Source: an optimization exercise on an open RTL-to-GDS flow (aim: small area). Production flows keep margins and buffers that such runs may drop.
Function was checked by simulation only, so behaviour that the tests miss may differ from the original.
Power figures rest on the tool's default switching activity, not on a simulated workload.

File: flow/design.v
module wb_grf_hold (
  input  logic q,
  input  logic w,
  input  logic s,
  input  logic sn,
  output logic d
);
  assign d = (q & sn) | (w & s);
endmodule
module wb_grf_aoi222 (
  input  logic a1, a2, b1, b2, c1, c2,
  output logic y
);
  assign y = ~((a1 & a2) | (b1 & b2) | (c1 & c2));
endmodule
module wb_grf_aoi22 (
  input  logic a1, a2, b1, b2,
  output logic y
);
  assign y = ~((a1 & a2) | (b1 & b2));
endmodule
module wb_grf_ao22 (
  input  logic a1, a2, b1, b2,
  output logic y
);
  assign y = (a1 & a2) | (b1 & b2);
endmodule
module wb_grf_rdbit (
  input  logic [31:0] d,
  input  logic [31:0] s,
  output logic        y
);
  logic [10:0] n;
  for (genvar k = 0; k < 10; k++) begin : g_aoi
    wb_grf_aoi222 u_aoi (
      .a1(d[3*k]),   .a2(s[3*k]),
      .b1(d[3*k+1]), .b2(s[3*k+1]),
      .c1(d[3*k+2]), .c2(s[3*k+2]),
      .y (n[k])
    );
  end
  logic p;
  wb_grf_ao22 u_ao_last (
    .a1(d[30]), .a2(s[30]),
    .b1(d[31]), .b2(s[31]),
    .y (p)
  );
  assign n[10] = 1'b1;
  assign y = ~&n[9:0] | p;
endmodule
module wb_grf #(
  parameter int DW          = 32,
  parameter int NREG        = 32,
  parameter int PC_LINK_OFS = 8
) (
  input  logic          clk,
  input  logic          reset,
  input  logic [DW-1:0] wb_dm_data,
  input  logic [DW-1:0] wb_alu_out,
  input  logic [4:0]    wb_waddr,
  input  logic [DW-1:0] wb_pc,
  input  logic [1:0]    wb_mem_to_reg,
  input  logic [4:0]    rs_addr,
  input  logic [4:0]    rt_addr,
  output logic [DW-1:0] rs_data,
  output logic [DW-1:0] rt_data,
  output logic [DW-1:0] wb_wdata,
  output logic          wb_we
);
  logic [DW-1:0]   regs [1:NREG-1];
  logic [DW-1:0]   regs_d [1:NREG-1];
  logic [NREG-1:1] valid;
  always_comb begin
    case (wb_mem_to_reg)
      2'd0:    wb_wdata = wb_alu_out;
      2'd1:    wb_wdata = wb_dm_data;
      2'd2:    wb_wdata = wb_pc + DW'(PC_LINK_OFS);
      default: wb_wdata = '0;
    endcase
    wb_we = (wb_waddr != 5'd0);
  end
  logic [NREG-1:1] wsel, wsel_n;
  always_comb begin
    for (int i = 1; i < NREG; i++) begin
      wsel[i]   = (wb_waddr == 5'(i));
      wsel_n[i] = (wb_waddr != 5'(i));
    end
  end
  logic            rs_byp, rt_byp;
  logic [NREG-1:1] rd_ok;
  logic [NREG-1:0] rs_sel, rt_sel;
  always_comb begin
    rs_byp = wb_we && (rs_addr == wb_waddr);
    rt_byp = wb_we && (rt_addr == wb_waddr);
    rs_sel[0] = rs_byp;
    rt_sel[0] = rt_byp;
    for (int i = 1; i < NREG; i++) begin
      rd_ok[i]  = valid[i] && wsel_n[i];
      rs_sel[i] = (rs_addr == 5'(i)) && rd_ok[i];
      rt_sel[i] = (rt_addr == 5'(i)) && rd_ok[i];
    end
  end
  for (genvar b = 0; b < DW; b++) begin : g_bit
    logic [NREG-1:0] col;
    assign col[0] = wb_wdata[b];
    for (genvar i = 1; i < NREG; i++) begin : g_reg
      assign col[i] = regs[i][b];
      wb_grf_hold u_hold (
        .q (regs[i][b]),
        .w (wb_wdata[b]),
        .s (wsel[i]),
        .sn(wsel_n[i]),
        .d (regs_d[i][b])
      );
    end
    wb_grf_rdbit u_rs (.d(col), .s(rs_sel), .y(rs_data[b]));
    wb_grf_rdbit u_rt (.d(col), .s(rt_sel), .y(rt_data[b]));
  end
  always_ff @(posedge clk or posedge reset) begin
    if (reset) begin
      valid <= '0;
    end else begin
      valid <= valid | wsel;
    end
  end
  always_ff @(posedge clk) begin
    for (int i = 1; i < NREG; i++) begin
      regs[i] <= regs_d[i];
    end
  end
endmodule
File: flow/constraint.sdc
create_clock -name core_clock -period 7.5 [get_ports {clk}]
set_input_delay 1.5000 -clock core_clock [delete_from_list [all_inputs] [get_ports {clk}]]
set_output_delay 1.5000 -clock core_clock [all_outputs]
set_load 0.01 [all_outputs]
File: flow/config.mk
export PLATFORM = sky130hd
export DESIGN_NAME = wb_grf
export DESIGN_NICKNAME = wb_grf
export VERILOG_FILES = /design/flow/design.v
export SDC_FILE = /design/flow/constraint.sdc
export NUM_CORES = 4
export LEC_CHECK = 0
export CAP_MARGIN = 0
export CELL_PAD_IN_SITES_DETAIL_PLACEMENT = 0
export CELL_PAD_IN_SITES_GLOBAL_PLACEMENT = 0
export CORE_MARGIN = 2
export CORE_UTILIZATION = 35
export CTS_BUF_LIST = sky130_fd_sc_hd__clkbuf_8
export CTS_CLUSTER_DIAMETER = 80
export CTS_CLUSTER_SIZE = 16
export PLACE_DENSITY = 0.4
export SLEW_MARGIN = 0
export SYNTH_HIERARCHICAL = 1
export SYNTH_MINIMUM_KEEP_SIZE = 0
File: flow/run.sh
#!/bin/bash
# synth_recipe.tcl (not shown) runs the flow's synth.tcl, then flattens the netlist and writes it again
# the make line also repeats each setting of config.mk as NAME=value (left out here)
make -C /OpenROAD-flow-scripts/flow DESIGN_CONFIG=/design/flow/config.mk WORK_HOME=/design/flow/orfs CLKGATE_MAP_FILE= SYNTH_SCRIPT=/design/flow/synth_recipe.tcl finish
==> run notes, run 1 <==
top-count cell post-synth=sky130_fd_sc_hd__a22o_1; Vias per Instance=7.505; proportion of synthesized flip-flops having asynchronous set or reset=3.030%; cell area after synthesis=40770 sq um; area fraction in and, or, nand and nor cells after synthesis=7.708%; post-cts sizing count=0; Floorplan Core Area=115900 sq um; net count after synthesis=3570; Largest delay share family, worst path=simple AND/OR/NAND/NOR gates; CTS clock-pin slew for the worst setup and hold paths=100 ps; Warnings, synthesis=10; Die Footprint=119200 sq um; global-route wire length before repair=315.7 mm; set of violated layout checks=max-capacitance violations; max-slew violations=0; Design Area, Final=48300 sq um; kind of end point of the critical path=primary output; starting density of the core=35.18%; area of placed instances=46980 sq um; number of H-tree branching levels=3; RSZ-0062 raised after global routing=false; growth of design area from synthesis to finish=18.46%; Worst Hold Class=reg -> reg; Req. time, crit path=6000 ps; final setup violation count=0; count of cell instances traversed by the critical path=8; Leakage Power=18.01 nW; final hold violation count=0; worst flop-to-flop path endpoint=valid[23]; clock latency reported for the late side of the worst-skew pair=780 ps; status=finished with violations; vias in the first global route=39008; CTS Root Cell=sky130_fd_sc_hd__clkbuf_8; Layout Nets=4019; worst endpoint data arrival time=5870 ps; buffer depth of the longest clock path=3; pin count of the biggest net entering global routing=35; ordered list of cells on the worst path=clkdlybuf4s50_1 > nand2b_1 > nor3_2 > buf_4 > a222oi_1 > nand4_1 > or3_1 > clkdlybuf4s50_1; share of final-layout standard cells stronger than drive strength 1=11.90%; clock buffers created by TritonCTS=77; critical path start-end classification=in -> out; Setup TNS Final=0 ps; hold buffers post-CTS=0; Synth area leader=sky130_fd_sc_hd__dfxtp_1; xor and xnor area share after synthesis=0.7518%; Slew Limit Headroom=1.230%; CTS tree=yes; sequential element share of the synthesized area=50.61%; least setup slack across all paths after layout=129.9 ps; fraction of the mapped netlist area in compound gates=39.08%; startpoint of the most critical register-to-register path=valid[23]; dominant synthesized flop cell=sky130_fd_sc_hd__dfxtp_1; worst-path maximum fanout=14; Synth Area per Inst=11.80 sq um; largest family of logic cells by synthesized area=compound AO/OA/AOI/OAI gates; maximum vdd drop=0.0001344 V; cell with the biggest individual delay on the critical path=sky130_fd_sc_hd__nor3_2; total buffers and inverters traversed by the critical path=3; P per Cell Area=271.1 nW/um^2; share of the synthesized area in the top cell type=48.71%; die boundary height=345.3 um; capture point of the worst path=rs_data[11]; share of the clock period used by the worst path after layout=98.27%; skew final=0 ps; std cell rows=125; final wirelength=228.2 mm; adder-cell share of the synthesized area=0.03069%; global placement routability congestion=0.9772; crit start category=input port; number of buffers added on ports=211; DR WL/cell=41.82 um; launch point of the critical path=rs_addr[1]; peak per-stage delay on the critical path=1230 ps; Post-Synthesis Cells=3454; final global-route overflow total=0; multiplexer area fraction after synthesis=0.5155%; Netlist cell types=48; Max Clk Rate=135.7 MHz; remaining design rule violation count=0; most common library cells after synthesis=1056 x sky130_fd_sc_hd__a22o_1, 992 x sky130_fd_sc_hd__dfxtp_1, 640 x sky130_fd_sc_hd__a222oi_1; Slew @ Worst Pin=1474 ps; buffer count from post-CTS setup fixing=0; total of flip-flops plus latches after synthesis=1023; minimum clock period=7370 ps; initial antenna violation count=26; Clock Sinks=1023; post-place setup slack=282.1 ps; HPWL after detailed placement=146.9 mm; setup slack of the most critical reg-to-reg path=6700 ps; Synth area leaders=sky130_fd_sc_hd__dfxtp_1 49%, sky130_fd_sc_hd__a22o_1 23%, sky130_fd_sc_hd__a222oi_1 16%; max-capacitance violation count=1; fraction of the core area covered by cells at the end of the flow=41.68%; depth of the most critical reg-to-reg path=1; die span in x=345.3 um; total I/O pin count=212; Initial DRC Count=8110; first-pass detailed-route iteration total=12; via count=40964; dominant cell type by count on the critical path=sky130_fd_sc_hd__clkdlybuf4s50_1; Post-synth EDFFs=0; global router's overall resource usage=36.47%; Antenna Nets Post-Route=0
==> stage by stage <==
stage | total power (W) | cells | hold WS, ps
after detailed placement | 0.01008 | 5347 | 454.7
after global placement | 0.009961 | 5347 | 449.8
final | 0.01309 | 5458 | 474.3
after CTS | 0.01305 | 5448 | 477.4
after floorplan | 0.008822 | 3454 | 434.6
after global routing | 0.01356 | 5455 | 494.7
==> power by group <==
| part | leakage [nW] | internal (W) | switching, W |
|---|---|---|---|
| combinational | 8.76 | 0.00131 | 0.00125 |
| sequential | 8.56 | 0.00657 | 0.000923 |
| clock | 0.680 | 0.00104 | 0.00200 |
==> metal layers <==
metal / vias up / GRT usage (%) / part of all wire [%]
li1: 16546 / - / -
met1: 20743 / 49.47 / 40
met2: 3169 / 53.66 / 42
met3: 496 / 8.068 / 11
met4: 10 / 20.07 / 6.3
met5: - / 0 / 0.029
==> worst min-delay path by stage <==
stage	from	end	depth (start not counted)
final	valid[20]	valid[20]	1
after global routing	valid[10]	valid[10]	1
after CTS	valid[20]	valid[20]	1
after detailed placement	valid[20]	valid[20]	1
after global placement	valid[16]	valid[16]	1
after floorplan	valid[10]	valid[10]	1
==> final cells by class <==
type / count / area [sq um]
antenna: 9 / 22.52
sequential: 1023 / 20630
tap: 1524 / 1907
fill: 10912 / 67590
inverter: 37 / 138.9
multi-input combinational: 2331 / 20440
clock buffer: 85 / 1170
timing repair buffer: 433 / 3872
clock inverter: 16 / 121.4
==> per-module statistics from Yosys, one instance, submodules excluded <==
module / flip-flops and latches / cells
wb_grf: 1023 / 1502
wb_grf_hold: 0 / 1
wb_grf_aoi222: 0 / 1
wb_grf_rdbit: 0 / 4
wb_grf_ao22: 0 / 1
==> registers in the layout (all words and copies together) (netlist names) <==
| signal | cells |
|---|---|
| valid | 31 |
| regs | 992 |
==> cells by family after synthesis <==
group                    count (synthesis)
buffers and inverters                  100
flip-flops                            1023
AO/OA/AOI/OAI                         1742
XOR/XNOR                                35
AND/OR/NAND/NOR                        532
adder cells (fa/ha/maj)                  1
multiplexers                            21
==> placed cells by master, fill, tap and decap left out, types with 14 or more instances in the layout <==
| master | n |
|---|---|
| sky130_fd_sc_hd__or3_1 | 67 |
| sky130_fd_sc_hd__dfrtp_1 | 31 |
| sky130_fd_sc_hd__mux2i_1 | 21 |
| sky130_fd_sc_hd__o21ai_4 | 17 |
| sky130_fd_sc_hd__nand2_2 | 31 |
| sky130_fd_sc_hd__nand2b_1 | 36 |
| sky130_fd_sc_hd__clkdlybuf4s50_1 | 209 |
| sky130_fd_sc_hd__nand3_1 | 14 |
| sky130_fd_sc_hd__nor3_2 | 57 |
| sky130_fd_sc_hd__nand2_1 | 61 |
| sky130_fd_sc_hd__nor2_1 | 15 |
| sky130_fd_sc_hd__inv_1 | 43 |
| sky130_fd_sc_hd__a222oi_1 | 640 |
| sky130_fd_sc_hd__dfxtp_1 | 992 |
| sky130_fd_sc_hd__xnor2_1 | 25 |
| sky130_fd_sc_hd__buf_4 | 213 |
| sky130_fd_sc_hd__nand3b_1 | 70 |
| sky130_fd_sc_hd__a22o_1 | 1056 |
| sky130_fd_sc_hd__nand4_1 | 133 |
| sky130_fd_sc_hd__clkbuf_8 | 85 |
==> run 2: changes to the inputs <==
--- a/flow/config.mk
+++ b/flow/config.mk
@@ -5,7 +5,7 @@
 export SDC_FILE = /design/flow/constraint.sdc
 export NUM_CORES = 4
 export LEC_CHECK = 0
-export CAP_MARGIN = 0
+export CAP_MARGIN = 15
 export CELL_PAD_IN_SITES_DETAIL_PLACEMENT = 0
 export CELL_PAD_IN_SITES_GLOBAL_PLACEMENT = 0
 export CORE_MARGIN = 2
@@ -14,6 +14,6 @@
 export CTS_CLUSTER_DIAMETER = 80
 export CTS_CLUSTER_SIZE = 16
 export PLACE_DENSITY = 0.4
-export SLEW_MARGIN = 0
+export SLEW_MARGIN = 10
 export SYNTH_HIERARCHICAL = 1
 export SYNTH_MINIMUM_KEEP_SIZE = 0
==> run notes, run 2 <==
post-cts sizing count=0; max-capacitance violation count=0; initial antenna violation count=23; count of cell instances traversed by the critical path=9; Synth Area per Inst=11.80 sq um; final global-route overflow total=0; minimum clock period=7313 ps; Post-Synthesis Cells=3454; global router's overall resource usage=36.50%; final hold violation count=0; flip-flop count of the largest register, all copies and words added=992; RSZ-0062 raised after global routing=false; Slew @ Worst Pin=1260 ps; growth of design area from synthesis to finish=18.43%; Die Footprint=119200 sq um; Internal Pwr Total=0.008861 W; sequential element share of the synthesized area=50.61%; count of filler cells inserted in the layout=10854; total I/O pin count=212; most frequent cells in the layout=1056 x sky130_fd_sc_hd__a22o_1, 992 x sky130_fd_sc_hd__dfxtp_1, 640 x sky130_fd_sc_hd__a222oi_1; ordered list of cells on the worst path=clkdlybuf4s50_1 > nand2b_1 > or2_2 > nor3_2 > buf_4 > a222oi_1 > nand4_1 > or3_1 > clkdlybuf4s50_1; share of the clock period used by the worst path after layout=97.51%; peak per-stage delay on the critical path=710 ps; leading cell type in the layout, fill and taps excluded=sky130_fd_sc_hd__a22o_1; Netlist cell types=48; Worst Hold Class=reg -> reg; kind of end point of the critical path=primary output; clock buffers created by TritonCTS=76; die boundary height=345.3 um; HPWL after detailed placement=147.3 mm; CTS Root Cell=sky130_fd_sc_hd__clkbuf_8; met1 usage=48.85%; CTS tree=yes; maximum vdd drop=0.0001308 V; Initial DRC Count=8139; depth of the most critical reg-to-reg path=1; worst-path maximum fanout=32; fraction of power consumed by combinational cells=19.7%; buffer count from post-CTS setup fixing=0; Max Clk Rate=136.7 MHz; buffer depth of the longest clock path=3; global-route wire length before repair=316.4 mm; dominant cell type by count on the critical path=sky130_fd_sc_hd__clkdlybuf4s50_1; final wirelength=228.2 mm; worst hold margin=477.8 ps; Clock Sinks=1023; most common library cells after synthesis=1056 x sky130_fd_sc_hd__a22o_1, 992 x sky130_fd_sc_hd__dfxtp_1, 640 x sky130_fd_sc_hd__a222oi_1; P per Cell Area=269.5 nW/um^2; net switching power=0.004152 W; total buffers and inverters traversed by the critical path=3; setup slack of the most critical reg-to-reg path=6690 ps; Vias per Instance=7.522; Layout Nets=4025; Warnings, synthesis=10; fraction of power consumed by sequential logic=57.6%; CTS clock-pin slew for the worst setup and hold paths=110 ps; Leakage Power=18.01 nW; share of final-layout standard cells stronger than drive strength 1=11.85%; die span in x=345.3 um; starting density of the core=35.18%; met3 layer usage reported by global route=8.509%; total of flip-flops plus latches after synthesis=1023; number of H-tree branching levels=3; max-slew violations=0; clock latency reported for the late side of the worst-skew pair=770 ps; Post-synth EDFFs=0; net switching share of the total power=31.90%; status=complete, no violations; worst endpoint data arrival time=5810 ps; launch point of the critical path=rs_addr[1]; DR WL/cell=41.79 um; final setup violation count=0; Largest delay share family, worst path=simple AND/OR/NAND/NOR gates; registers with the most flip-flops=regs x992, valid x31; share of the synthesized area in the top cell type=48.71%; pin count of the biggest net entering global routing=35; capture point of the worst path=rs_data[0]; Synth area leader=sky130_fd_sc_hd__dfxtp_1; Req. time, crit path=6000 ps; part of the total power dissipated in the clock network=22.8%; cell area after synthesis=40770 sq um; first-pass detailed-route iteration total=15; critical path start-end classification=in -> out; worst flop-to-flop path endpoint=valid[23]; Slew Limit Headroom=15.53%; proportion of synthesized flip-flops having asynchronous set or reset=3.030%; remaining design rule violation count=0; peak-usage layer in the global routing report=met2; register containing the most flip-flops in the final layout=regs; startpoint of the most critical register-to-register path=valid[23]; hold buffers post-CTS=0; Setup TNS Final=0 ps; skew final=0 ps; Antenna Nets Post-Route=0; number of buffers added on ports=211; net count after synthesis=3570; global placement routability congestion=0.9772; M2 GR Usage=54.51%; Synth area leaders=sky130_fd_sc_hd__dfxtp_1 49%, sky130_fd_sc_hd__a22o_1 23%, sky130_fd_sc_hd__a222oi_1 16%; std cell rows=125; top-count cell post-synth=sky130_fd_sc_hd__a22o_1; vias in the first global route=39196; via count=41080; cell with the biggest individual delay on the critical path=sky130_fd_sc_hd__clkdlybuf4s50_1; Floorplan Core Area=115900 sq um; crit start category=input port; dominant synthesized flop cell=sky130_fd_sc_hd__dfxtp_1
## run 2: final cells by class
cell class,instances,area [sq um],share of cell area [%]
clock inverter,14,97.59,0.2021
timing repair buffer,440,3940,8.159
sequential,1023,20630,42.73
multi-input combinational,2331,20440,42.33
antenna,12,30.03,0.06219
inverter,37,138.9,0.2876
tap,1524,1907,3.949
clock buffer,80,1101,2.280
## run 2: per-layer routing
metal	wire (um)	vias up
met5	55	-
met2	97650	3050
met3	25080	478
li1	-	16581
met4	14200	8
met1	91220	20963
## run 2: per-module statistics from Yosys, one instance, submodules excluded
module	cells inside	cell area, sq um	times used	flip-flops and latches
wb_grf	1502	23440	1	1023
wb_grf_rdbit	4	26.28	64	0
wb_grf_aoi222	1	10.01	640	0
wb_grf_ao22	1	8.758	64	0
wb_grf_hold	1	8.758	992	0
## run 2: per-stage QoR
stage | power (W) | cells | area, sq um | setup slack, ps | util, %
final | 0.01301 | 5461 | 48290 | 186.6 | 41.67
after global routing | 0.01347 | 5453 | 48270 | 262.8 | 41.65
after CTS | 0.01297 | 5445 | 48220 | 273.6 | 41.61
after detailed placement | 0.01008 | 5351 | 47020 | 284.0 | 40.57
after global placement | 0.009961 | 5347 | 46980 | 252.9 | 40.53
after floorplan | 0.008822 | 3454 | 40770 | 500.8 | -
## run 2: worst min-delay path by stage
stage	startpoint	to	slack [ps]	cells past startpoint
2_1_floorplan	valid[10]	valid[10]	430	1
3_3_place_gp	valid[16]	valid[16]	450	1
3_5_place_dp	valid[14]	valid[14]	450	1
4_1_cts	valid[10]	valid[10]	480	1
5_1_grt	valid[10]	valid[10]	490	1
6_report	valid[10]	valid[10]	480	1
## run 2: cells by family (layout without fill, tap and decap cells)
| group | after synthesis | count (layout) | synth area share, % |
|---|---|---|---|
| compound gates | 1742 | 1742 | 39.08 |
| flops | 1023 | 1023 | 50.61 |
| simple gates | 532 | 532 | 7.708 |
| buf+inv | 100 | 571 | 1.310 |
| xor+xnor | 35 | 35 | 0.7518 |
| mux | 21 | 21 | 0.5155 |
| fa+ha+maj | 1 | 1 | 0.03068 |
| other cells | 0 | 12 | 0 |
## run 2: power groups by stage
stage | registers, W | logic [W] | clock network (W)
CTS | 0.00745 | 0.00253 | 0.00300
finish | 0.00749 | 0.00256 | 0.00296
global route | 0.00762 | 0.00268 | 0.00317
floorplan | 0.00731 | 0.00152 | 0
global placement | 0.00749 | 0.00247 | 0
detailed placement | 0.00756 | 0.00252 | 0
==> run 3: changes to the inputs <==
==> flow/flow/run.sh (new file) <==
#!/bin/bash
# Own layout flow: the standard flow (standard synthesis unchanged), with
# two changes to how the layout is made:
#  - the port buffers are plain buf_1 cells instead of the resizer's default
#    pick (a clkdlybuf4s50_1 delay cell); every port still gets its buffer;
#  - clock tree synthesis without dummy loads, using clkbuf_8 leaf clusters.
set -euo pipefail
cat >> config.mk <<'EOF'
export BUFFER_PORTS_ARGS = -buffer_cell sky130_fd_sc_hd__buf_1
export CTS_ARGS = -sink_clustering_enable -repair_clock_nets -dont_use_dummy_load -buf_list sky130_fd_sc_hd__clkbuf_8 -sink_clustering_size 16 -sink_clustering_max_diameter 80
EOF
bash standard.sh > standard_flow.log 2>&1
==> flow/standard.sh (new file) <==
#!/bin/bash
# synth_recipe.tcl (not shown) runs the flow's synth.tcl, then flattens the netlist and writes it again
# the make line also repeats each setting of config.mk as NAME=value (left out here)
make -C /OpenROAD-flow-scripts/flow DESIGN_CONFIG=/design/flow/config.mk WORK_HOME=/design/flow/orfs CLKGATE_MAP_FILE= SYNTH_SCRIPT=/design/flow/synth_recipe.tcl "${@:-finish}"
--- a/flow/config.mk
+++ b/flow/config.mk
@@ -5,7 +5,7 @@
 export SDC_FILE = /design/flow/constraint.sdc
 export NUM_CORES = 4
 export LEC_CHECK = 0
-export CAP_MARGIN = 15
+export CAP_MARGIN = 0
 export CELL_PAD_IN_SITES_DETAIL_PLACEMENT = 0
 export CELL_PAD_IN_SITES_GLOBAL_PLACEMENT = 0
 export CORE_MARGIN = 2
@@ -14,6 +14,8 @@
 export CTS_CLUSTER_DIAMETER = 80
 export CTS_CLUSTER_SIZE = 16
 export PLACE_DENSITY = 0.4
-export SLEW_MARGIN = 10
+export SLEW_MARGIN = 0
 export SYNTH_HIERARCHICAL = 1
 export SYNTH_MINIMUM_KEEP_SIZE = 0
+export BUFFER_PORTS_ARGS = -buffer_cell sky130_fd_sc_hd__buf_1
+export CTS_ARGS = -sink_clustering_enable -repair_clock_nets -dont_use_dummy_load -buf_list sky130_fd_sc_hd__clkbuf_8 -sink_clustering_size 16 -sink_clustering_max_diameter 80
removed: flow/run.sh
==> run notes, run 3 <==
starting density of the core=35.18%; growth of design area from synthesis to finish=13.75%; remaining design rule violation count=0; final hold violation count=0; Vias per Instance=7.733; post-place setup slack=953.3 ps; global-route wire length before repair=327.9 mm; total I/O pin count=212; Layout Nets=3979; Post-synth EDFFs=0; Leakage Power=17.11 nW; global router's overall resource usage=38.36%; Req. time, crit path=6000 ps; Post-Synthesis Cells=3454; Synth area leaders=sky130_fd_sc_hd__dfxtp_1 49%, sky130_fd_sc_hd__a22o_1 23%, sky130_fd_sc_hd__a222oi_1 16%; Max Clk Rate=149.2 MHz; minimum clock period=6704 ps; max-slew violations=0; die boundary height=345.3 um; CTS clock-pin slew for the worst setup and hold paths=70 ps; buffer depth of the longest clock path=3; final setup violation count=0; Slew @ Worst Pin=1291 ps; worst endpoint data arrival time=5200 ps; net count after synthesis=3570; final global-route overflow total=0; crit start category=input port; Floorplan Core Area=115900 sq um; depth of the most critical reg-to-reg path=1; flip-flop count of the largest register, all copies and words added=992; critical path start-end classification=in -> out; initial antenna violation count=14; worst-path maximum fanout=32; most common library cells after synthesis=1056 x sky130_fd_sc_hd__a22o_1, 992 x sky130_fd_sc_hd__dfxtp_1, 640 x sky130_fd_sc_hd__a222oi_1; number of H-tree branching levels=3; status=complete, no violations; registers with the most flip-flops=regs x992, valid x31; total of flip-flops plus latches after synthesis=1023; vias in the first global route=40705; skew final=0 ps; share of the synthesized area in the top cell type=48.71%; CTS Root Cell=sky130_fd_sc_hd__clkbuf_8; proportion of synthesized flip-flops having asynchronous set or reset=3.030%; final total power=0.01265 W; register containing the most flip-flops in the final layout=regs; least setup slack across all paths after layout=796.0 ps; part of the total power dissipated in the clock network=22.3%; number of standard cells in the layout, taps in and fillers out=5400; Warnings, synthesis=10; count of filler cells inserted in the layout=11173; Worst Hold Class=reg -> reg; pin count of the biggest net entering global routing=35; final wirelength=240.5 mm; most frequent cells in the layout=1056 x sky130_fd_sc_hd__a22o_1, 992 x sky130_fd_sc_hd__dfxtp_1, 640 x sky130_fd_sc_hd__a222oi_1; via count=41756; HPWL after detailed placement=141.5 mm; fraction of power consumed by sequential logic=59.1%; P per Cell Area=272.6 nW/um^2; Netlist cell types=48; Setup TNS Final=0 ps; global placement routability congestion=0.9250; Clock Sinks=1023; setup slack of the most critical reg-to-reg path=6700 ps; share of final-layout standard cells stronger than drive strength 1=10.57%; clock latency reported for the late side of the worst-skew pair=770 ps; first-pass detailed-route iteration total=13; Synth Area per Inst=11.80 sq um; hold buffers post-CTS=0; number of buffers added on ports=211; die span in x=345.3 um; cell area after synthesis=40770 sq um; worst flop-to-flop path endpoint=valid[15]; leading cell type in the layout, fill and taps excluded=sky130_fd_sc_hd__a22o_1; RSZ-0062 raised after global routing=false; net switching power=0.004036 W; DR WL/cell=44.54 um; net switching share of the total power=31.92%; buffer count from post-CTS setup fixing=0; post-cts sizing count=0; Die Footprint=119200 sq um; startpoint of the most critical register-to-register path=valid[15]; Cells after DPL=5310; fraction of power consumed by combinational cells=18.6%; std cell rows=125; Synth area leader=sky130_fd_sc_hd__dfxtp_1; kind of end point of the critical path=primary output; dominant synthesized flop cell=sky130_fd_sc_hd__dfxtp_1; share of the clock period used by the worst path after layout=89.39%; Antenna Nets Post-Route=0; CTS tree=yes; Slew Limit Headroom=13.95%; worst hold path stage count=1; clock buffers created by TritonCTS=75; top-count cell post-synth=sky130_fd_sc_hd__a22o_1; maximum vdd drop=0.0001462 V; start point of the worst hold path=valid[20]; sequential element share of the synthesized area=50.61%; Internal Pwr Total=0.008609 W; Initial DRC Count=8299; max-capacitance violation count=0; hold worst-path end=valid[20]
run 3: worst max-delay path by stage:
| stage | cells after the start | from | endpoint |
|---|---|---|---|
| after floorplan | 8 | wb_waddr[4] | rs_data[0] |
| after global placement | 9 | rs_addr[0] | rs_data[21] |
| after detailed placement | 11 | wb_waddr[2] | rt_data[21] |
| after CTS | 11 | wb_waddr[2] | rt_data[21] |
| after global routing | 11 | wb_waddr[2] | rt_data[21] |
| final | 11 | wb_waddr[2] | rt_data[21] |
run 3: per-stage QoR:
stage               util, %  area [sq um]  hold slack (ps)
detailed placement    39.10         45310            452.2
global placement      39.10         45310            450.8
floorplan                 -         40770            434.6
global route          40.02         46380            480.1
finish                40.02         46380            473.1
CTS                   39.99         46340            475.9
run 3: power by group through the flow:
| stage | logic, W | clock network [W] | registers (W) |
|---|---|---|---|
| global route | 0.00247 | 0.00305 | 0.00760 |
| global placement | 0.00226 | 0 | 0.00747 |
| detailed placement | 0.00232 | 0 | 0.00753 |
| CTS | 0.00232 | 0.00285 | 0.00742 |
| finish | 0.00236 | 0.00282 | 0.00747 |
| floorplan | 0.00152 | 0 | 0.00731 |
run 3: routing by layer:
layer	global-route usage, %	part of all wire, %	vias up
met5	0.4802	0.014	-
met4	24.56	6.7	4
met3	11.50	12	642
met2	57.35	43	3413
met1	48.01	38	21232
li1	-	-	16465
run 3: kinds of logic after synthesis:
group | Yosys count | share of synthesized area, %
AND/OR/NAND/NOR | 532 | 7.708
multiplexers | 21 | 0.5155
adder cells (fa/ha/maj) | 1 | 0.03068
AO/OA/AOI/OAI | 1742 | 39.08
buffers and inverters | 100 | 1.310
flip-flops | 1023 | 50.61
XOR/XNOR | 35 | 0.7518
run 3: modules after synthesis, one instance, submodules excluded:
| module | copies in the design | cell area (sq um) | cells inside | flip-flops and latches |
|---|---|---|---|---|
| wb_grf_ao22 | 64 | 8.758 | 1 | 0 |
| wb_grf_hold | 992 | 8.758 | 1 | 0 |
| wb_grf_aoi222 | 640 | 10.01 | 1 | 0 |
| wb_grf | 1 | 23440 | 1502 | 1023 |
| wb_grf_rdbit | 64 | 26.28 | 4 | 0 |
run 3: critical path, cell delays in order:
cell and delay [ps]:
sky130_fd_sc_hd__buf_1 360, sky130_fd_sc_hd__nor3b_1 420, sky130_fd_sc_hd__buf_4 220, sky130_fd_sc_hd__nand2_2 60, sky130_fd_sc_hd__nand2_1 120, sky130_fd_sc_hd__nor3_2 50
sky130_fd_sc_hd__buf_4 330, sky130_fd_sc_hd__a222oi_1 730, sky130_fd_sc_hd__nand4_1 620, sky130_fd_sc_hd__or3_1 580, sky130_fd_sc_hd__buf_1 140
run 3: area by class of cell:
cell class | count | area [sq um] | area share (%)
multi-input cells | 2331 | 20420 | 44.02
clock buffers | 75 | 1032 | 2.226
well taps | 1524 | 1907 | 4.111
flip-flops and latches | 1023 | 20630 | 44.49
inverters | 37 | 138.9 | 0.2994
diodes | 15 | 37.54 | 0.08093
repair buffers | 395 | 2213 | 4.772
==> run 4: changes to the inputs <==
--- a/flow/config.mk
+++ b/flow/config.mk
@@ -9,11 +9,11 @@
 export CELL_PAD_IN_SITES_DETAIL_PLACEMENT = 0
 export CELL_PAD_IN_SITES_GLOBAL_PLACEMENT = 0
 export CORE_MARGIN = 2
-export CORE_UTILIZATION = 35
+export CORE_UTILIZATION = 50
 export CTS_BUF_LIST = sky130_fd_sc_hd__clkbuf_8
 export CTS_CLUSTER_DIAMETER = 80
 export CTS_CLUSTER_SIZE = 16
-export PLACE_DENSITY = 0.4
+export PLACE_DENSITY = 0.6
 export SLEW_MARGIN = 0
 export SYNTH_HIERARCHICAL = 1
 export SYNTH_MINIMUM_KEEP_SIZE = 0
==> run notes, run 4 <==
fraction of power consumed by sequential logic=59.6%; sum of met2 wire segment lengths after detailed routing=87.82 mm; global-route wire length before repair=301.0 mm; maximum vdd drop=0.0001618 V; total I/O pin count=212; global router's overall resource usage=49.76%; Die Footprint=83850 sq um; sequential element share of the synthesized area=50.61%; area of placed instances=44600 sq um; post-cts sizing count=0; final hold violation count=0; crit start category=input port; setup slack of the most critical reg-to-reg path=6680 ps; launch point of the critical path=wb_waddr[1]; most frequent cells in the layout=1056 x sky130_fd_sc_hd__a22o_1, 992 x sky130_fd_sc_hd__dfxtp_1, 640 x sky130_fd_sc_hd__a222oi_1; max-slew violations=0; share of the synthesized area in the top cell type=48.71%; ordered list of cells on the worst path=buf_1 > nor2b_1 > nand2_1 > nand2_1 > nor3_2 > buf_4 > a222oi_1 > nand3b_1 > or3_1 > buf_1; CTS Root Cell=sky130_fd_sc_hd__clkbuf_8; Synth area leaders=sky130_fd_sc_hd__dfxtp_1 49%, sky130_fd_sc_hd__a22o_1 23%, sky130_fd_sc_hd__a222oi_1 16%; Req. time, crit path=6000 ps; total buffers and inverters traversed by the critical path=3; startpoint of the most critical register-to-register path=valid[15]; die span in x=289.6 um; first-pass detailed-route iteration total=15; xor and xnor area share after synthesis=0.7518%; vias in the first global route=41508; final setup violation count=0; registers with the most flip-flops=regs x992, valid x31; Synth area leader=sky130_fd_sc_hd__dfxtp_1; die boundary height=289.6 um; buffer count from post-CTS setup fixing=0; net switching share of the total power=31.63%; Clock Sinks=1023; minimum clock period=6626 ps; fraction of power consumed by combinational cells=18.7%; fraction of the mapped netlist area in compound gates=39.08%; Max Clk Rate=150.9 MHz; critical path start-end classification=in -> out; most common library cells after synthesis=1056 x sky130_fd_sc_hd__a22o_1, 992 x sky130_fd_sc_hd__dfxtp_1, 640 x sky130_fd_sc_hd__a222oi_1; share of final-layout standard cells stronger than drive strength 1=9.940%; Design Area, Final=45680 sq um; dominant synthesized flop cell=sky130_fd_sc_hd__dfxtp_1; clock buffers created by TritonCTS=75; routed length on met1=73.00 mm; Setup TNS Final=0 ps; highest routed metal layer=met5; register containing the most flip-flops in the final layout=regs; clock latency reported for the late side of the worst-skew pair=730 ps; global placement routability congestion=1.008; area fraction in and, or, nand and nor cells after synthesis=7.708%; worst endpoint data arrival time=5130 ps; capture point of the worst path=rs_data[29]; count of cell instances traversed by the critical path=10; std cell rows=104; via count=43177; Antenna Nets Post-Route=0; cell area after synthesis=40770 sq um; net switching power=0.003981 W; Worst Hold Class=reg -> reg; part of the total power dissipated in the clock network=21.7%; depth of the most critical reg-to-reg path=1; Floorplan Core Area=80680 sq um; net count after synthesis=3570; growth of design area from synthesis to finish=12.03%; worst hold margin=475.4 ps; starting density of the core=50.54%; Vias per Instance=8.758; largest family of logic cells by synthesized area=compound AO/OA/AOI/OAI gates; P per Cell Area=275.6 nW/um^2; final global-route overflow total=0; Slew @ Worst Pin=1232 ps; Synth Area per Inst=11.80 sq um; pin count of the biggest net entering global routing=35; max-capacitance violation count=0; Post-Synthesis Cells=3454; Netlist cell types=48; CTS clock-pin slew for the worst setup and hold paths=40 ps; skew final=0 ps; RSZ-0062 raised after global routing=false; total of flip-flops plus latches after synthesis=1023; Initial DRC Count=9333; Internal Pwr Total=0.008607 W; multiplexer area fraction after synthesis=0.5155%; Slew Limit Headroom=17.76%; adder-cell share of the synthesized area=0.03069%; HPWL after detailed placement=124.3 mm; number of buffers added on ports=211; share of the clock period used by the worst path after layout=88.35%; number of H-tree branching levels=3; Post-synth EDFFs=0; CTS tree=yes; proportion of synthesized flip-flops having asynchronous set or reset=3.030%; DR WL/cell=44.19 um; remaining design rule violation count=0; buffer depth of the longest clock path=3; hold buffers post-CTS=0; Leakage Power=17.02 nW; flip-flop count of the largest register, all copies and words added=992; kind of end point of the critical path=primary output; peak per-stage delay on the critical path=840 ps; worst flop-to-flop path endpoint=valid[15]; worst-path maximum fanout=32; initial antenna violation count=31; Warnings, synthesis=10; count of filler cells inserted in the layout=6922; Largest delay share family, worst path=simple AND/OR/NAND/NOR gates; top-count cell post-synth=sky130_fd_sc_hd__a22o_1; met3 wire length=37.55 mm; leading cell type in the layout, fill and taps excluded=sky130_fd_sc_hd__a22o_1; Layout Nets=3971; status=complete, no violations; cell with the biggest individual delay on the critical path=sky130_fd_sc_hd__a222oi_1; final wirelength=217.9 mm
==> run 4: cell counts after synthesis <==
No cell type changed its count.
==> run 4: power by group through the flow <==
stage | Combinational (W) | Sequential, W | Clock, W
final | 0.00236 | 0.00750 | 0.00273
after global routing | 0.00244 | 0.00761 | 0.00289
after CTS | 0.00226 | 0.00745 | 0.00270
after detailed placement | 0.00226 | 0.00756 | 0
after global placement | 0.00219 | 0.00748 | 0
after floorplan | 0.00152 | 0.00731 | 0
==> run 4: logic make-up after synthesis <==
kind of cell               count (synthesis)
AOI/OAI and AO/OA                       1742
DFF                                     1023
and+or+nand+nor                          532
buffers and inverters                    100
xor gates and xnor gates                  35
muxes                                     21
adders and majority gates                  1
==> run 4: per-stage QoR <==
step                      utilization (%)  worst slack (ps)  cells  power (W)
after detailed placement            55.29              1096   4838   0.009823
after global routing                56.58             810.8   4919    0.01294
final                               56.62             873.8   4930    0.01259
after global placement              55.29              1159   4838   0.009667
after floorplan                         -             500.8   3454   0.008822
after CTS                           56.56              1084   4913    0.01242
==> run 4: worst min path at each step <==
stage	from	to	slack, ps	cells past startpoint
after floorplan	valid[10]	valid[10]	430	1
after global placement	valid[31]	valid[31]	450	1
after detailed placement	valid[31]	valid[31]	450	1
after CTS	valid[31]	valid[31]	470	1
after global routing	valid[31]	valid[31]	480	1
final	valid[31]	valid[31]	480	1
==> run 4: Yosys stat by module (local to each module, per instance) <==
module,flip-flops and latches,cells,times used,cell area (sq um)
wb_grf,1023,1502,1,23440
wb_grf_ao22,0,1,64,8.758
wb_grf_aoi222,0,1,640,10.01
wb_grf_hold,0,1,992,8.758
wb_grf_rdbit,0,4,64,26.28
==> run 4: routing by layer <==
metal	track usage [%]	vias to the layer above
li1	-	16450
met1	59.48	20862
met2	70.18	4507
met3	22.54	1328
met4	36.22	30
met5	1.477	-
==> run 4: cell type report <==
| cell class | instances | area (sq um) | share of cell area (%) |
|---|---|---|---|
| Tap cell | 1060 | 1326 | 2.904 |
| Sequential cell | 1023 | 20630 | 45.17 |
| Timing Repair Buffer | 387 | 2153 | 4.714 |
| Multi-Input combinational cell | 2331 | 20350 | 44.55 |
| Antenna cell | 17 | 42.54 | 0.09313 |
| Clock buffer | 75 | 1032 | 2.260 |
| Inverter | 37 | 138.9 | 0.3041 |
==> run 5: changes to the inputs <==
--- a/flow/design.v
+++ b/flow/design.v
@@ -25,12 +25,27 @@
 );
   assign y = (a1 & a2) | (b1 & b2);
 endmodule
+module wb_grf_nand4 (
+  input  logic a, b, c, d,
+  output logic y
+);
+  assign y = ~(a & b & c & d);
+endmodule
+module wb_grf_tail (
+  input  logic n8, n9, a1, a2, b1, b2,
+  output logic z
+);
+  logic m;
+  assign m = ~((a1 & a2) | (b1 & b2));
+  assign z = ~(n8 & n9 & m);
+endmodule
 module wb_grf_rdbit (
   input  logic [31:0] d,
   input  logic [31:0] s,
   output logic        y
 );
-  logic [10:0] n;
+  logic [9:0] n;
+  logic       z;
   for (genvar k = 0; k < 10; k++) begin : g_aoi
     wb_grf_aoi222 u_aoi (
       .a1(d[3*k]),   .a2(s[3*k]),
@@ -39,14 +54,16 @@
       .y (n[k])
     );
   end
-  logic p;
-  wb_grf_ao22 u_ao_last (
+  wb_grf_tail u_tail (
+    .n8(n[8]), .n9(n[9]),
     .a1(d[30]), .a2(s[30]),
     .b1(d[31]), .b2(s[31]),
-    .y (p)
+    .z (z)
   );
-  assign n[10] = 1'b1;
-  assign y = ~&n[9:0] | p;
+  logic [1:0] g;
+  wb_grf_nand4 u_g0 (.a(n[0]), .b(n[1]), .c(n[2]), .d(n[3]), .y(g[0]));
+  wb_grf_nand4 u_g1 (.a(n[4]), .b(n[5]), .c(n[6]), .d(n[7]), .y(g[1]));
+  assign y = g[0] | g[1] | z;
 endmodule
 module wb_grf #(
   parameter int DW          = 32,
--- a/flow/flow/run.sh
+++ b/flow/flow/run.sh
@@ -7,6 +7,6 @@
 set -euo pipefail
 cat >> config.mk <<'EOF'
 export BUFFER_PORTS_ARGS = -buffer_cell sky130_fd_sc_hd__buf_1
-export CTS_ARGS = -sink_clustering_enable -repair_clock_nets -dont_use_dummy_load -buf_list sky130_fd_sc_hd__clkbuf_8 -sink_clustering_size 16 -sink_clustering_max_diameter 80
+export CTS_ARGS = -sink_clustering_enable -repair_clock_nets -dont_use_dummy_load -buf_list sky130_fd_sc_hd__clkbuf_8 -sink_clustering_size 14 -sink_clustering_max_diameter 70
 EOF
 bash standard.sh > standard_flow.log 2>&1
--- a/flow/config.mk
+++ b/flow/config.mk
@@ -11,11 +11,11 @@
 export CORE_MARGIN = 2
 export CORE_UTILIZATION = 50
 export CTS_BUF_LIST = sky130_fd_sc_hd__clkbuf_8
-export CTS_CLUSTER_DIAMETER = 80
-export CTS_CLUSTER_SIZE = 16
+export CTS_CLUSTER_DIAMETER = 70
+export CTS_CLUSTER_SIZE = 14
 export PLACE_DENSITY = 0.6
 export SLEW_MARGIN = 0
 export SYNTH_HIERARCHICAL = 1
 export SYNTH_MINIMUM_KEEP_SIZE = 0
 export BUFFER_PORTS_ARGS = -buffer_cell sky130_fd_sc_hd__buf_1
-export CTS_ARGS = -sink_clustering_enable -repair_clock_nets -dont_use_dummy_load -buf_list sky130_fd_sc_hd__clkbuf_8 -sink_clustering_size 16 -sink_clustering_max_diameter 80
+export CTS_ARGS = -sink_clustering_enable -repair_clock_nets -dont_use_dummy_load -buf_list sky130_fd_sc_hd__clkbuf_8 -sink_clustering_size 14 -sink_clustering_max_diameter 70
==> run notes, run 5 <==
largest family of logic cells by synthesized area=compound AO/OA/AOI/OAI gates; Slew Limit Headroom=11.13%; Clock Sinks=1023; capture point of the worst path=rs_data[16]; total I/O pin count=212; DR WL/cell=42.16 um; max-slew violations=0; RSZ-0062 raised after global routing=false; first-pass detailed-route iteration total=14; least setup slack across all paths after layout=792.7 ps; initial antenna violation count=13; share of final-layout standard cells stronger than drive strength 1=10.50%; area fraction in and, or, nand and nor cells after synthesis=7.362%; peak per-stage delay on the critical path=1110 ps; Die Footprint=83370 sq um; Post-synth EDFFs=0; Warnings, synthesis=10; global placement routability congestion=0.9800; adder-cell share of the synthesized area=0.03087%; buffer depth of the longest clock path=3; status=complete, no violations; most common library cells after synthesis=992 x sky130_fd_sc_hd__a22o_1, 992 x sky130_fd_sc_hd__dfxtp_1, 640 x sky130_fd_sc_hd__a222oi_1; growth of design area from synthesis to finish=12.45%; CTS tree=yes; final setup violation count=0; final wirelength=208.2 mm; Req. time, crit path=6000 ps; multi-input logic area=20140 sq um; xor and xnor area share after synthesis=0.7562%; global-route wire length before repair=290.4 mm; kind of end point of the critical path=primary output; minimum clock period=6707 ps; Synth area leader=sky130_fd_sc_hd__dfxtp_1; most frequent cells in the layout=992 x sky130_fd_sc_hd__a22o_1, 992 x sky130_fd_sc_hd__dfxtp_1, 640 x sky130_fd_sc_hd__a222oi_1; Antenna Nets Post-Route=0; fraction of the mapped netlist area in compound gates=39.11%; proportion of synthesized flip-flops having asynchronous set or reset=3.030%; remaining design rule violation count=0; Max Clk Rate=149.1 MHz; CTS Root Cell=sky130_fd_sc_hd__clkbuf_8; ordered list of cells on the worst path=buf_1 > nand3b_1 > nor3_2 > buf_4 > a222oi_1 > nand4_1 > or3_1 > buf_1; share of the clock period used by the worst path after layout=89.43%; HPWL after detailed placement=122.3 mm; crit start category=input port; net count after synthesis=3569; dominant synthesized flop cell=sky130_fd_sc_hd__dfxtp_1; cell with the biggest individual delay on the critical path=sky130_fd_sc_hd__nor3_2; critical path start-end classification=in -> out; flip-flop count of the largest register, all copies and words added=992; starting density of the core=50.41%; multiplexer area fraction after synthesis=0.5186%; share of the synthesized area in the top cell type=48.99%; Design Area, Final=45580 sq um; buffer count from post-CTS setup fixing=0; final hold violation count=0; maximum vdd drop=0.0001741 V; Slew @ Worst Pin=1328 ps; depth of the most critical reg-to-reg path=1; Worst Hold Class=reg -> reg; std cell rows=104; via count=42997; total of flip-flops plus latches after synthesis=1023; number of buffers added on ports=211; registers with the most flip-flops=regs x992, valid x31; global router's overall resource usage=47.68%; dominant cell type by count on the critical path=sky130_fd_sc_hd__buf_1; Largest delay share family, worst path=simple AND/OR/NAND/NOR gates; post-cts sizing count=0; vias in the first global route=40367; clock latency reported for the late side of the worst-skew pair=710 ps; final global-route overflow total=0; skew final=0 ps; Synth Area per Inst=11.74 sq um; register containing the most flip-flops in the final layout=regs; Initial DRC Count=10475; area of placed instances=44410 sq um; count of cell instances traversed by the critical path=8; max-capacitance violation count=0; number of H-tree branching levels=3; Layout Nets=3983; post-place setup slack=1132 ps; worst endpoint data arrival time=5210 ps; CTS clock-pin slew for the worst setup and hold paths=80 ps; die boundary height=288.7 um; Synth area leaders=sky130_fd_sc_hd__dfxtp_1 49%, sky130_fd_sc_hd__a22o_1 21%, sky130_fd_sc_hd__a222oi_1 16%; Floorplan Core Area=80420 sq um; count of filler cells inserted in the layout=6854; cell area after synthesis=40540 sq um; pin count of the biggest net entering global routing=36; Reg area=20630 sq um; sequential element share of the synthesized area=50.91%; launch point of the critical path=rs_addr[1]; Post-Synthesis Cells=3453; worst-path maximum fanout=21; Setup TNS Final=0 ps; worst flop-to-flop path endpoint=valid[15]; Netlist cell types=48; startpoint of the most critical register-to-register path=valid[15]; hold buffers post-CTS=0; Vias per Instance=8.707; Leakage Power=17.02 nW; total buffers and inverters traversed by the critical path=3; die span in x=288.7 um; P per Cell Area=276.6 nW/um^2; clock buffers created by TritonCTS=83; setup slack of the most critical reg-to-reg path=6700 ps
[run 5: cell count changes in the layout (fill, tap and decap cells not counted), sizes merged, moves of 4 or more]
| cell | delta |
|---|---|
| a22o | -64 |
| a22oi | +64 |
| buf | +5 |
| clkbuf | +8 |
| diode | -4 |
| nand3 | +64 |
| nand3b | -64 |
[run 5: layer usage]
layer	vias up	part of all wire (%)	track usage, %
li1	16479	-	-
met1	20957	35	61.15
met2	4546	40	67.20
met3	1005	18	19.74
met4	10	6.8	27.06
met5	-	0.028	1.534
[run 5: per-module statistics from Yosys (local to each module, per instance)]
module         area (sq um)  flops+latches
wb_grf                23440           1023
wb_grf_nand4          6.256              0
wb_grf_rdbit          6.256              0
wb_grf_tail           12.51              0
wb_grf_aoi222         10.01              0
wb_grf_hold           8.758              0
[run 5: cell type report]
cell class              count  share of cell area (%)
repair buffers            392                   4.752
multi-input cells        2330                   44.19
diodes                     13                 0.07137
well taps                1060                   2.910
inverters                  37                  0.3047
clock buffers              83                   2.506
flip-flops and latches   1023                   45.27
[run 5: worst min-delay path by stage]
stage / startpoint / end / slack [ps] / cells past startpoint
after floorplan: valid[10] / valid[10] / 430 / 1
after global placement: valid[9] / valid[9] / 450 / 1
after detailed placement: valid[10] / valid[10] / 450 / 1
after CTS: valid[25] / valid[25] / 480 / 1
after global routing: valid[30] / valid[30] / 480 / 1
final: valid[30] / valid[30] / 470 / 1
[run 5: kinds of logic after synthesis]
group           after synthesis
fa+ha+maj                     1
buf+inv                     100
mux                          21
xor+xnor                     35
simple gates                531
flops                      1023
compound gates             1742
[run 5: power breakdown]
group | switching (W) | internal, W | total (W) | leakage (nW)
combinational | 0.00114 | 0.00113 | 0.00227 | 7.86
clock | 0.00185 | 0.000992 | 0.00284 | 0.597
sequential | 0.000932 | 0.00657 | 0.00750 | 8.56
total | 0.00392 | 0.00869 | 0.0126 | 17.0
[run 5: metrics by stage]
stage	power, W	util, %	hold slack, ps	cells
6_report	0.01261	56.68	471.8	4938
5_1_grt	0.01297	56.66	483.1	4930
4_1_cts	0.01244	56.64	475.4	4925
3_5_place_dp	0.009738	55.22	452.2	4842
3_3_place_gp	0.009600	55.22	449.1	4842
2_1_floorplan	0.008818	-	434.6	3453
==> run 6: changes to the inputs <==
--- a/flow/config.mk
+++ b/flow/config.mk
@@ -9,11 +9,11 @@
 export CELL_PAD_IN_SITES_DETAIL_PLACEMENT = 0
 export CELL_PAD_IN_SITES_GLOBAL_PLACEMENT = 0
 export CORE_MARGIN = 2
-export CORE_UTILIZATION = 50
+export CORE_UTILIZATION = 35
 export CTS_BUF_LIST = sky130_fd_sc_hd__clkbuf_8
 export CTS_CLUSTER_DIAMETER = 70
 export CTS_CLUSTER_SIZE = 14
-export PLACE_DENSITY = 0.6
+export PLACE_DENSITY = 0.4
 export SLEW_MARGIN = 0
 export SYNTH_HIERARCHICAL = 1
 export SYNTH_MINIMUM_KEEP_SIZE = 0
==> run notes, run 6 <==
die span in x=344.3 um; total I/O pin count=212; DR WL/cell=45.05 um; number of H-tree branching levels=3; Clock Sinks=1023; buffer depth of the longest clock path=3; share of the clock period used by the worst path after layout=95.79%; Post-Synthesis Cells=3453; depth of the most critical reg-to-reg path=1; Slew Limit Headroom=-9.061%; least setup slack across all paths after layout=315.6 ps; max-capacitance violation count=2; std cell rows=124; Leakage Power=17.21 nW; Req. time, crit path=6000 ps; worst hold path stage count=1; CTS tree=yes; cell area after synthesis=40540 sq um; minimum clock period=7184 ps; net count after synthesis=3569; post-place setup slack=659.9 ps; clock latency reported for the late side of the worst-skew pair=820 ps; final setup violation count=0; pin count of the biggest net entering global routing=35; flip-flop count of the largest register, all copies and words added=992; global router's overall resource usage=39.37%; dominant cell type by count on the critical path=sky130_fd_sc_hd__buf_1; max-slew violations=9; Netlist cell types=48; Worst Hold Class=reg -> reg; dominant synthesized flop cell=sky130_fd_sc_hd__dfxtp_1; P per Cell Area=278.4 nW/um^2; Antenna Nets Post-Route=0; remaining design rule violation count=0; set of violated layout checks=max-capacitance violations, max-slew violations; most common library cells after synthesis=992 x sky130_fd_sc_hd__a22o_1, 992 x sky130_fd_sc_hd__dfxtp_1, 640 x sky130_fd_sc_hd__a222oi_1; growth of design area from synthesis to finish=14.59%; crit start category=input port; worst-path maximum fanout=25; Synth area leader=sky130_fd_sc_hd__dfxtp_1; Design Area, Final=46450 sq um; xor and xnor area share after synthesis=0.7562%; clock buffers created by TritonCTS=92; HPWL after detailed placement=147.5 mm; worst endpoint data arrival time=5680 ps; setup slack of the most critical reg-to-reg path=6710 ps; final total power=0.01293 W; RSZ-0062 raised after global routing=false; Vias per Instance=7.748; register containing the most flip-flops in the final layout=regs; kind of end point of the critical path=primary output; Slew @ Worst Pin=1627 ps; registers with the most flip-flops=regs x992, valid x31; share of final-layout standard cells stronger than drive strength 1=11.42%; proportion of synthesized flip-flops having asynchronous set or reset=3.030%; post-cts sizing count=0; CTS clock-pin slew for the worst setup and hold paths=50 ps; hold buffers post-CTS=0; adder-cell share of the synthesized area=0.03087%; final wirelength=243.9 mm; initial antenna violation count=17; buffer count from post-CTS setup fixing=0; share of the synthesized area in the top cell type=48.99%; startpoint of the most critical register-to-register path=valid[23]; hold worst-path end=valid[24]; maximum vdd drop=0.0001249 V; die boundary height=344.3 um; Layout Nets=4013; Floorplan Core Area=114700 sq um; skew final=0 ps; start point of the worst hold path=valid[24]; Initial DRC Count=8999; area fraction in and, or, nand and nor cells after synthesis=7.362%; global placement routability congestion=0.9236; CTS Root Cell=sky130_fd_sc_hd__clkbuf_8; status=finished with violations; Max Clk Rate=139.2 MHz; via count=41938; final global-route overflow total=0; ordered list of cells on the worst path=buf_1 > nand2b_1 > or2_2 > nor3_2 > buf_4 > a222oi_1 > nand4_1 > or3_1 > buf_1; total of flip-flops plus latches after synthesis=1023; multiplexer area fraction after synthesis=0.5186%; Synth area leaders=sky130_fd_sc_hd__dfxtp_1 49%, sky130_fd_sc_hd__a22o_1 21%, sky130_fd_sc_hd__a222oi_1 16%; sequential element share of the synthesized area=50.91%; starting density of the core=35.35%; most frequent cells in the layout=992 x sky130_fd_sc_hd__a22o_1, 992 x sky130_fd_sc_hd__dfxtp_1, 640 x sky130_fd_sc_hd__a222oi_1; cell with the biggest individual delay on the critical path=sky130_fd_sc_hd__nor3_2; worst flop-to-flop path endpoint=valid[23]; global-route wire length before repair=328.2 mm; number of buffers added on ports=211; peak per-stage delay on the critical path=1280 ps; Synth Area per Inst=11.74 sq um; critical path start-end classification=in -> out; worst hold margin=466.2 ps; final hold violation count=0; vias in the first global route=40035; Warnings, synthesis=10; fraction of the mapped netlist area in compound gates=39.11%; largest family of logic cells by synthesized area=compound AO/OA/AOI/OAI gates; area of placed instances=45140 sq um; Setup TNS Final=0 ps; Die Footprint=118600 sq um; Post-synth EDFFs=0; first-pass detailed-route iteration total=14
-- run 6: cell counts after synthesis --
Identical to the previous run, type by type.
-- run 6: cells by family after synthesis --
group,Yosys count
XOR/XNOR,35
buffers and inverters,100
AO/OA/AOI/OAI,1742
adder cells (fa/ha/maj),1
multiplexers,21
AND/OR/NAND/NOR,531
flip-flops,1023
-- run 6: critical path, delay by kind of cell --
kind,cells,cell delay [ps]
buffers and inverters,3,1300
AND/OR/NAND/NOR,5,2730
AO/OA/AOI/OAI,1,150
-- run 6: routing by layer --
layer,wire [um],vias up,global-route usage [%]
li1,-,16509,-
met1,93370,21098,50.57
met2,100900,3564,57.00
met3,32690,755,13.11
met4,16820,12,23.89
met5,84,-,0
-- run 6: per-module statistics from Yosys, one instance, submodules excluded --
| module | cell area (sq um) | cells inside | flip-flops and latches | copies in the design |
|---|---|---|---|---|
| wb_grf_nand4 | 6.256 | 1 | 0 | 128 |
| wb_grf_hold | 8.758 | 1 | 0 | 992 |
| wb_grf | 23440 | 1501 | 1023 | 1 |
| wb_grf_aoi222 | 10.01 | 1 | 0 | 640 |
| wb_grf_rdbit | 6.256 | 1 | 0 | 64 |
| wb_grf_tail | 12.51 | 2 | 0 | 64 |
-- run 6: where the power goes --
group	internal (W)	switching, W
Sequential	0.00657	0.000913
Combinational	0.00114	0.00123
Clock	0.00109	0.00199
Total	0.00880	0.00413
-- run 6: worst max-delay path by stage --
stage / slack, ps / startpoint / end / depth (start not counted)
3_5_place_dp: 660 / rt_addr[0] / rt_data[9] / 9
3_3_place_gp: 720 / rt_addr[0] / rt_data[9] / 9
5_1_grt: 480 / rt_addr[1] / rt_data[9] / 9
6_report: 320 / rt_addr[1] / rt_data[9] / 9
2_1_floorplan: 500 / wb_waddr[4] / rt_data[0] / 8
4_1_cts: 640 / rt_addr[0] / rt_data[9] / 9
-- run 6: final cells by class --
| type | instances | area (sq um) |
|---|---|---|
| clock buffers | 92 | 1266 |
| inverters | 37 | 138.9 |
| diodes | 6 | 15.01 |
| repair buffers | 413 | 2323 |
| flip-flops and latches | 1023 | 20630 |
| well taps | 1512 | 1892 |
| fillers | 10896 | 68210 |
| multi-input cells | 2330 | 20180 |
-- run 6: through the flow --
step | instances | util (%)
after floorplan | 3453 | -
after global placement | 5314 | 39.37
after detailed placement | 5314 | 39.37
after CTS | 5406 | 40.48
after global routing | 5408 | 40.50
final | 5413 | 40.51
==> run 7: changes to the inputs <==
--- a/flow/config.mk
+++ b/flow/config.mk
@@ -5,16 +5,16 @@
 export SDC_FILE = /design/flow/constraint.sdc
 export NUM_CORES = 4
 export LEC_CHECK = 0
-export CAP_MARGIN = 0
+export CAP_MARGIN = 20
 export CELL_PAD_IN_SITES_DETAIL_PLACEMENT = 0
 export CELL_PAD_IN_SITES_GLOBAL_PLACEMENT = 0
 export CORE_MARGIN = 2
-export CORE_UTILIZATION = 35
+export CORE_UTILIZATION = 50
 export CTS_BUF_LIST = sky130_fd_sc_hd__clkbuf_8
 export CTS_CLUSTER_DIAMETER = 70
 export CTS_CLUSTER_SIZE = 14
-export PLACE_DENSITY = 0.4
-export SLEW_MARGIN = 0
+export PLACE_DENSITY = 0.6
+export SLEW_MARGIN = 20
 export SYNTH_HIERARCHICAL = 1
 export SYNTH_MINIMUM_KEEP_SIZE = 0
 export BUFFER_PORTS_ARGS = -buffer_cell sky130_fd_sc_hd__buf_1
==> run notes, run 7 <==
multi-input logic area=20150 sq um; hold worst-path end=valid[17]; total I/O pin count=212; final global-route overflow total=0; worst hold path stage count=1; Max Clk Rate=150.6 MHz; kind of end point of the critical path=primary output; Req. time, crit path=6000 ps; highest routed metal layer=met5; met3 wire length=36.72 mm; RSZ-0062 raised after global routing=false; cell area after synthesis=40540 sq um; Slew @ Worst Pin=1262 ps; most common library cells after synthesis=992 x sky130_fd_sc_hd__a22o_1, 992 x sky130_fd_sc_hd__dfxtp_1, 640 x sky130_fd_sc_hd__a222oi_1; DR WL/cell=42.35 um; total of flip-flops plus latches after synthesis=1023; Worst Hold Class=reg -> reg; growth of design area from synthesis to finish=12.49%; worst endpoint data arrival time=5140 ps; starting density of the core=50.41%; Synth area leader=sky130_fd_sc_hd__dfxtp_1; final wirelength=208.8 mm; max-slew violations=0; Netlist cell types=48; pin count of the biggest net entering global routing=36; vias in the first global route=40315; CTS tree=yes; start point of the worst hold path=valid[17]; Layout Nets=3984; critical path start-end classification=in -> out; most frequent cells in the layout=992 x sky130_fd_sc_hd__a22o_1, 992 x sky130_fd_sc_hd__dfxtp_1, 640 x sky130_fd_sc_hd__a222oi_1; via count=42847; registers with the most flip-flops=regs x992, valid x31; CTS clock-pin slew for the worst setup and hold paths=100 ps; Clock Sinks=1023; clock latency reported for the late side of the worst-skew pair=710 ps; first-pass detailed-route iteration total=14; max-capacitance violation count=0; depth of the most critical reg-to-reg path=1; setup slack of the most critical reg-to-reg path=6700 ps; global-route wire length before repair=290.6 mm; net count after synthesis=3569; Antenna Nets Post-Route=0; std cell rows=104; startpoint of the most critical register-to-register path=valid[15]; die span in x=288.7 um; minimum clock period=6638 ps; Floorplan Core Area=80420 sq um; worst flop-to-flop path endpoint=valid[15]; P per Cell Area=277.0 nW/um^2; count of filler cells inserted in the layout=6882; number of buffers added on ports=211; global placement routability congestion=0.9800; Post-Synthesis Cells=3453; sum of met2 wire segment lengths after detailed routing=82.82 mm; fraction of the core area covered by cells at the end of the flow=56.70%; share of final-layout standard cells stronger than drive strength 1=10.53%; maximum vdd drop=0.0001513 V; buffer depth of the longest clock path=3; Leakage Power=17.04 nW; Die Footprint=83370 sq um; die boundary height=288.7 um; remaining design rule violation count=0; skew final=0 ps; worst hold margin=476.9 ps; Warnings, synthesis=10; hold buffers post-CTS=0; share of the clock period used by the worst path after layout=88.51%; Synth area leaders=sky130_fd_sc_hd__dfxtp_1 49%, sky130_fd_sc_hd__a22o_1 21%, sky130_fd_sc_hd__a222oi_1 16%; Setup TNS Final=0 ps; final hold violation count=0; initial antenna violation count=17; number of H-tree branching levels=3; crit start category=input port; post-cts sizing count=0; Reg area=20630 sq um; status=complete, no violations; HPWL after detailed placement=122.3 mm; register containing the most flip-flops in the final layout=regs; proportion of synthesized flip-flops having asynchronous set or reset=3.030%; Design Area, Final=45600 sq um; flip-flop count of the largest register, all copies and words added=992; Slew Limit Headroom=15.44%; sequential element share of the synthesized area=50.91%; Vias per Instance=8.691; Initial DRC Count=10156; clock buffers created by TritonCTS=83; routed length on met1=73.81 mm; CTS Root Cell=sky130_fd_sc_hd__clkbuf_8; Synth Area per Inst=11.74 sq um; final setup violation count=0; dominant synthesized flop cell=sky130_fd_sc_hd__dfxtp_1; buffer count from post-CTS setup fixing=0; worst-path maximum fanout=32; Post-synth EDFFs=0; global router's overall resource usage=47.65%; area of placed instances=44430 sq um; share of the synthesized area in the top cell type=48.99%
run 7: metrics by stage:
stage	power [W]	cells	worst slack, ps
2_1_floorplan	0.008818	3453	504.4
3_3_place_gp	0.009600	4842	1123
3_5_place_dp	0.009743	4843	1203
4_1_cts	0.01246	4926	1191
5_1_grt	0.01300	4927	833.2
6_report	0.01263	4930	861.8
run 7: cell families after synthesis:
logic type	synth area share, %
buffers and inverters	1.318
muxes	0.5186
AOI/OAI and AO/OA	39.11
DFF	50.91
and+or+nand+nor	7.362
xor gates and xnor gates	0.7562
adders and majority gates	0.03086
run 7: layout make-up:
class | count | area share (%)
diodes | 4 | 0.02195
clock buffers | 83 | 2.505
inverters | 37 | 0.3046
multi-input cells | 2330 | 44.20
flip-flops and latches | 1023 | 45.25
well taps | 1060 | 2.909
repair buffers | 393 | 4.810
run 7: worst max-delay path by stage:
stage / from / to / slack (ps) / depth (start not counted)
6_report: rt_addr[0] / rt_data[21] / 860 / 10
5_1_grt: wb_waddr[3] / rs_data[2] / 830 / 11
4_1_cts: wb_waddr[3] / rs_data[23] / 1190 / 11
3_5_place_dp: rs_addr[4] / rs_data[22] / 1200 / 8
3_3_place_gp: wb_waddr[3] / rs_data[9] / 1120 / 11
2_1_floorplan: wb_waddr[4] / rt_data[0] / 500 / 8
run 7: per-layer routing:
metal,vias up,GRT usage (%)
met1,20882,60.32
li1,16467,-
met5,-,0.3977
met2,4400,66.06
met4,16,29.09
met3,1082,21.30
run 7: where the power goes:
group	leakage (nW)	switching [W]	internal, W
Clock	0.597	0.00187	0.000992
Sequential	8.56	0.000928	0.00657
Combinational	7.88	0.00114	0.00114
run 7: per-module statistics from Yosys, one instance, submodules excluded:
| module | cells inside | copies in the design |
|---|---|---|
| wb_grf_nand4 | 1 | 128 |
| wb_grf_rdbit | 1 | 64 |
| wb_grf_hold | 1 | 992 |
| wb_grf | 1501 | 1 |
| wb_grf_tail | 2 | 64 |
| wb_grf_aoi222 | 1 | 640 |
run 7: worst max-delay path, cell delays in order:
cell and delay, ps:
sky130_fd_sc_hd__buf_1 360, sky130_fd_sc_hd__buf_4 240, sky130_fd_sc_hd__nand2b_1 380, sky130_fd_sc_hd__or2_2 290
sky130_fd_sc_hd__nor3_2 60, sky130_fd_sc_hd__buf_4 330, sky130_fd_sc_hd__a222oi_1 540, sky130_fd_sc_hd__nand4_1 650
sky130_fd_sc_hd__or3_1 620, sky130_fd_sc_hd__buf_1 160

[separate check: timing with driven ports]
The results above use ideal ports. As a check the final layouts listed here were re-extracted and re-timed, cells and wires unchanged.
Step 1, drivers: a clkbuf_16 drives clk and a buf_2 each remaining input, both assumed.
Step 2 times the ports against the registers' clock, not the clock port: input delays grow and output delays shrink by t, the midpoint of the rising clock arrivals with the driver on.
Three values: no drivers, after step 1, after step 2; two values: the first two.
run | t (ns) | setup WS [ns] | latest minus earliest clock arrival (ns) | slew at the worst register clock pin (ns) | cell pins on the clock port's net
run 1 | 0.849 | 0.130 / 0.097 / 0.097 | 0.064 / 0.063 | 0.12 / 0.12 | 1
run 2 | 0.841 | 0.187 / 0.166 / 0.166 | 0.066 / 0.066 | 0.12 / 0.12 | 1
run 3 | 0.839 | 0.796 / 0.768 / 0.768 | 0.043 / 0.043 | 0.11 / 0.11 | 1
run 4 | 0.776 | 0.874 / 0.834 / 0.834 | 0.121 / 0.121 | 0.12 / 0.12 | 1
run 5 | 0.799 | 0.793 / 0.766 / 0.766 | 0.067 / 0.068 | 0.10 / 0.10 | 1
run 6 | 0.849 | 0.316 / 0.286 / 0.286 | 0.100 / 0.100 | 0.11 / 0.11 | 1
run 7 | 0.811 | 0.862 / 0.829 / 0.829 | 0.071 / 0.071 | 0.11 / 0.11 | 1
For run 4, which loses most, drivers alone change the setup slack by -0.040 ns; drivers and shift together by -0.040 ns.
